Context: an optimization exercise on an open-source flow, tuned for small area, a short achievable clock period and few clock cycles per item. The choices shown serve that exercise and are no tape-out recipe.
Only simulation tests tie the RTL to the original design; equivalence was not proved.
Power figures rest on the tool's default switching activity, not on a simulated workload.

// mipsExecUnit
module mipsExecUnit (
    input  logic                                clk,
    input  logic                                rstN,
    input  logic                                inValid,
    output logic                                inReady,
    input  logic [mipsPkg::dataWidth-1:0]       instr,
    input  logic [mipsPkg::dataWidth-1:0]       rsValue,
    input  logic [mipsPkg::dataWidth-1:0]       rtValue,
    output logic                                outValid,
    input  logic                                outReady,
    output logic [mipsPkg::dataWidth-1:0]       outData,
    output logic [mipsPkg::regAddrWidth-1:0]    outDest,
    output logic                                outWriteEn,
    output logic                                outBranchTaken,
    output logic                                outIllegal
);
==> flow/config.mk <==
export PLATFORM = sky130hd
export DESIGN_NAME = mipsExecUnit
export DESIGN_NICKNAME = mipsExecUnit
export VERILOG_FILES = /design/flow/design.v
export SDC_FILE = /design/flow/constraint.sdc
export NUM_CORES = 4
export LEC_CHECK = 0
export CAP_MARGIN = 20
export CORE_MARGIN = 2
export CORE_UTILIZATION = 40
export CTS_BUF_LIST = sky130_fd_sc_hd__clkbuf_8
export CTS_CLUSTER_DIAMETER = 100
export CTS_CLUSTER_SIZE = 30
export GPL_TIMING_DRIVEN = 1
export SETUP_SLACK_MARGIN = 2.0
export SLEW_MARGIN = 20
==> flow/constraint.sdc <==
create_clock -name core_clock -period 5.0 [get_ports {clk}]
set_input_delay 1.0000 -clock core_clock [delete_from_list [all_inputs] [get_ports {clk}]]
set_output_delay 1.0000 -clock core_clock [all_outputs]
set_load 0.01 [all_outputs]
standard.sh (not shown) runs the stock make flow with config.mk's settings and CLKGATE_MAP_FILE= SYNTH_SCRIPT=/design/flow/synth_recipe.tcl, a recipe that flattens the netlist after the stock synthesis.
==> flow/flow/run.sh <==
#!/bin/bash
# Layout flow: the standard ORFS flow with two changes.
#  - Synthesis is the standard one except for the ABC script that maps the
#    combinational logic (flow/abc.script, delay-targeted &nf mapping).
#    Registers are mapped before ABC runs, so they are the standard ones.
#  - Port buffers are buf_2 cells instead of the delay cell buffer_ports picks.
set -euo pipefail
here=$(pwd)
flowdir=$(cd "$(dirname "${BASH_SOURCE[0]}")" && pwd)

# synth.tcl with the ABC script swapped
sed "s#  log_cmd abc {\*}\$abc_args#  set abc_args [lreplace \$abc_args 0 1 -script $flowdir/abc.script]\n  log_cmd abc {*}\$abc_args#" \
    "$FLOW_HOME/scripts/synth.tcl" > "$here/synth_custom_abc.tcl"
grep -q "abc.script" "$here/synth_custom_abc.tcl"
sed "s#source \$::env(SCRIPTS_DIR)/synth.tcl#source $here/synth_custom_abc.tcl#" \
    "$here/synth_recipe.tcl" > "$here/synth_recipe_custom.tcl"
grep -q "synth_custom_abc.tcl" "$here/synth_recipe_custom.tcl"
sed "s#SYNTH_SCRIPT=[^ ]*synth_recipe.tcl#SYNTH_SCRIPT=$here/synth_recipe_custom.tcl#" \
    "$here/standard.sh" > "$here/standard_custom.sh"
grep -q "synth_recipe_custom.tcl" "$here/standard_custom.sh"

bash "$here/standard_custom.sh" \
    BUFFER_PORTS_ARGS="-buffer_cell sky130_fd_sc_hd__buf_2" finish > "$here/flow_make.log" 2>&1
==> flow/flow/abc.script <==

&get -n
&st
&dch
&nf -D 2000
&put
topo
buffer -p
upsize -D 2000
dnsize -D 2000
The first run finished with timing, DRC and antenna clean.
Testbench counts at the start, summed over its fixed seeds: cycles 24,016, items 24,000.
Change:
- SETUP_SLACK_MARGIN: 2.0 -> 2.3
Design area goes up by about 7%.
Synthesized cell count is unchanged.
Global-route usage is higher by 1.1 points.
Setup slack improved by 0.070 ns.
Critical path depth came out higher by 1.
Wire length came out higher by 4.2%.
Count of clock-buffer cells in the layout is unchanged.

== run A ==
mipsExecUnit, a different RTL version from the one above (not shown whole).
For scale: roughly 1100 cells after synthesis, roughly 140 I/O pins.
==> flow/config.mk <==
export PLATFORM = sky130hd
export DESIGN_NAME = mipsExecUnit
export DESIGN_NICKNAME = mipsExecUnit
export VERILOG_FILES = /design/flow/design.v
export SDC_FILE = /design/flow/constraint.sdc
export NUM_CORES = 4
export LEC_CHECK = 0
export CAP_MARGIN = 20
export CORE_MARGIN = 2
export CORE_UTILIZATION = 40
export GPL_TIMING_DRIVEN = 1
export SETUP_SLACK_MARGIN = 2.0
export SLEW_MARGIN = 20
==> flow/constraint.sdc <==
create_clock -name core_clock -period 5.0 [get_ports {clk}]
set_input_delay 1.0000 -clock core_clock [delete_from_list [all_inputs] [get_ports {clk}]]
set_output_delay 1.0000 -clock core_clock [all_outputs]
set_load 0.01 [all_outputs]
==> flow/flow/run.sh <==
#!/bin/bash
# Layout flow: the standard ORFS flow with these changes.
#  - Synthesis is the standard one except for the ABC script that maps the
#    combinational logic (flow/abc.script, &nf mapping).
#    Registers are mapped before ABC runs, so they are the standard ones.
#  - Port buffers are buf_1 cells instead of the delay cell buffer_ports picks.
#  - Clock tree synthesis adds no dummy loads to the clock tree.
set -euo pipefail
here=$(pwd)
flowdir=$(cd "$(dirname "${BASH_SOURCE[0]}")" && pwd)

# synth.tcl with the ABC script swapped
sed "s#  log_cmd abc {\*}\$abc_args#  set abc_args [lreplace \$abc_args 0 1 -script $flowdir/abc.script]\n  log_cmd abc {*}\$abc_args#" \
    "$FLOW_HOME/scripts/synth.tcl" > "$here/synth_custom_abc.tcl"
grep -q "abc.script" "$here/synth_custom_abc.tcl"
sed "s#source \$::env(SCRIPTS_DIR)/synth.tcl#source $here/synth_custom_abc.tcl#" \
    "$here/synth_recipe.tcl" > "$here/synth_recipe_custom.tcl"
grep -q "synth_custom_abc.tcl" "$here/synth_recipe_custom.tcl"
sed "s#SYNTH_SCRIPT=[^ ]*synth_recipe.tcl#SYNTH_SCRIPT=$here/synth_recipe_custom.tcl#" \
    "$here/standard.sh" > "$here/standard_custom.sh"
grep -q "synth_recipe_custom.tcl" "$here/standard_custom.sh"

bash "$here/standard_custom.sh" \
    BUFFER_PORTS_ARGS="-buffer_cell sky130_fd_sc_hd__buf_1" \
    CTS_ARGS="-sink_clustering_enable -repair_clock_nets -buf_list sky130_fd_sc_hd__clkbuf_8 -dont_use_dummy_load" \
    finish > "$here/flow_make.log" 2>&1
==> flow/flow/abc.script <==

&get -n
&st
&dch
&nf -D 3000
&put
topo
buffer -p
upsize -D 3000
dnsize -D 3000
Run A went all the way through synthesis, placement and routing and the layout is clean on timing, DRC and antenna.
Testbench counts of run A, summed over its fixed seeds: cycles 24,016, items 24,000.
Edits applied to the flow inputs when going from run A to run B:
- swapping 2.0 for 2.2 in SETUP_SLACK_MARGIN
- putting PLACE_DENSITY at 0.45 where nothing was set
==> run summary <==
The final layout from run B, which completed every stage, passed the timing, DRC and antenna checks at the end of the flow.
Run B against run A: clock distribution area overhead in the final layout closely matched the old numbers; number of cells after detailed placement closely matched the old numbers; switching power summed over all nets increased by about 5% relative to the old numbers; number of global-route vias before repair decreased by about 1.2% relative to the old numbers.
Between run B and run A, worst hold slack is higher for run A, run B comes in under that.
When run B is set beside run A, its non-clock buffer count turns out to be about 20% larger.
> inputs changed (run B -> run C)
- PLACE_DENSITY changed from 0.45 to 0.8
==> run summary <==
- Taking run B as the reference, in run C combinational gate power shrank by about 8%, via count of the routed design grew by 237, met3 global-route usage grew by 0.28 points, sum of internal, switching and leakage power shrank by 1.7%.
--- input diff run C..run D ---
- changing GPL_TIMING_DRIVEN from 1 to 0
- removing PLACE_DENSITY (formerly 0.8)
[summary]
met2 usage in global routing, run D and run C, lower one = run C. NOTE half-perimeter wire length after placement run C->run D increased by more than a quarter. The final critical-path required period on run C is in line with that on run D. Run D against run C: number of fill cells in the layout increased by 180 relative to the old numbers, total number of vias increased by about 0.6% relative to the old numbers, share of cells above drive strength 1 increased by 1.8 points relative to the old numbers, detailed-router iteration count before antenna repair decreased by 3 relative to the old numbers, fraction of power consumed by the clock network increased by 0.3 points relative to the old numbers. Compared with run C, in run D wire length rose 19%, setup slack about even.
The following lists how run E was set up differently from run D:
- GPL_TIMING_DRIVEN: 0 -> 1
==> comparison <==
Re routing usage on met1: run D was higher than run E. Summary of run E over run D: net count of the finished layout has decreased; area overhead of the layout relative to synthesis lost 1.3 points; power in the clock group now smaller; largest net degree at the start of global routing saw an increase; number of vias per cell fell by about 0.5%. On total power: run E sits below run D. As of run E, non-clock buffer instance count of the final layout had fallen by more than 10% compared to run D.

-- what the ideal ports hide --
No port has a modelled driver above. Below, the same layouts with a new extraction and two added sets of constraints.
Step 1: set_driving_cell puts a clkbuf_16 on clk and a buf_2 on each other input, an assumption about the parent block.
Step 2, shift: input delay + t, output delay - t, t = (earliest + latest rising clock arrival at the registers) / 2. This alone moves slack from input paths to output paths.
a / b / c = no drivers / after step 1 / after step 2; a / b = the first two.
run | t (ns) | setup slack, ns | latest minus earliest clock arrival (ns) | slew at the worst register clock pin (ns) | pins driven straight from the clock port
the first run of note 1 | 0.492 | 2.013 / 2.013 / 1.666 | 0.022 / 0.022 | 0.10 / 0.10 | 1
the second run of note 1 | 0.501 | 2.084 / 2.084 / 1.895 | 0.026 / 0.026 | 0.11 / 0.11 | 1
run A | 0.476 | 2.135 / 2.135 / 1.717 | 0.042 / 0.043 | 0.09 / 0.09 | 1
run B | 0.475 | 2.209 / 2.209 / 1.830 | 0.035 / 0.035 | 0.09 / 0.09 | 1
run C | 0.486 | 2.120 / 2.120 / 1.808 | 0.040 / 0.040 | 0.09 / 0.09 | 1
run D | 0.482 | 2.120 / 2.120 / 1.784 | 0.037 / 0.037 | 0.09 / 0.09 | 1
run E | 0.480 | 2.237 / 2.237 / 1.826 | 0.046 / 0.046 | 0.09 / 0.09 | 1
After both steps every run listed still meets setup and hold. For run A, which loses most, drivers alone change the setup slack by 0.000 ns; drivers and shift together by -0.418 ns.
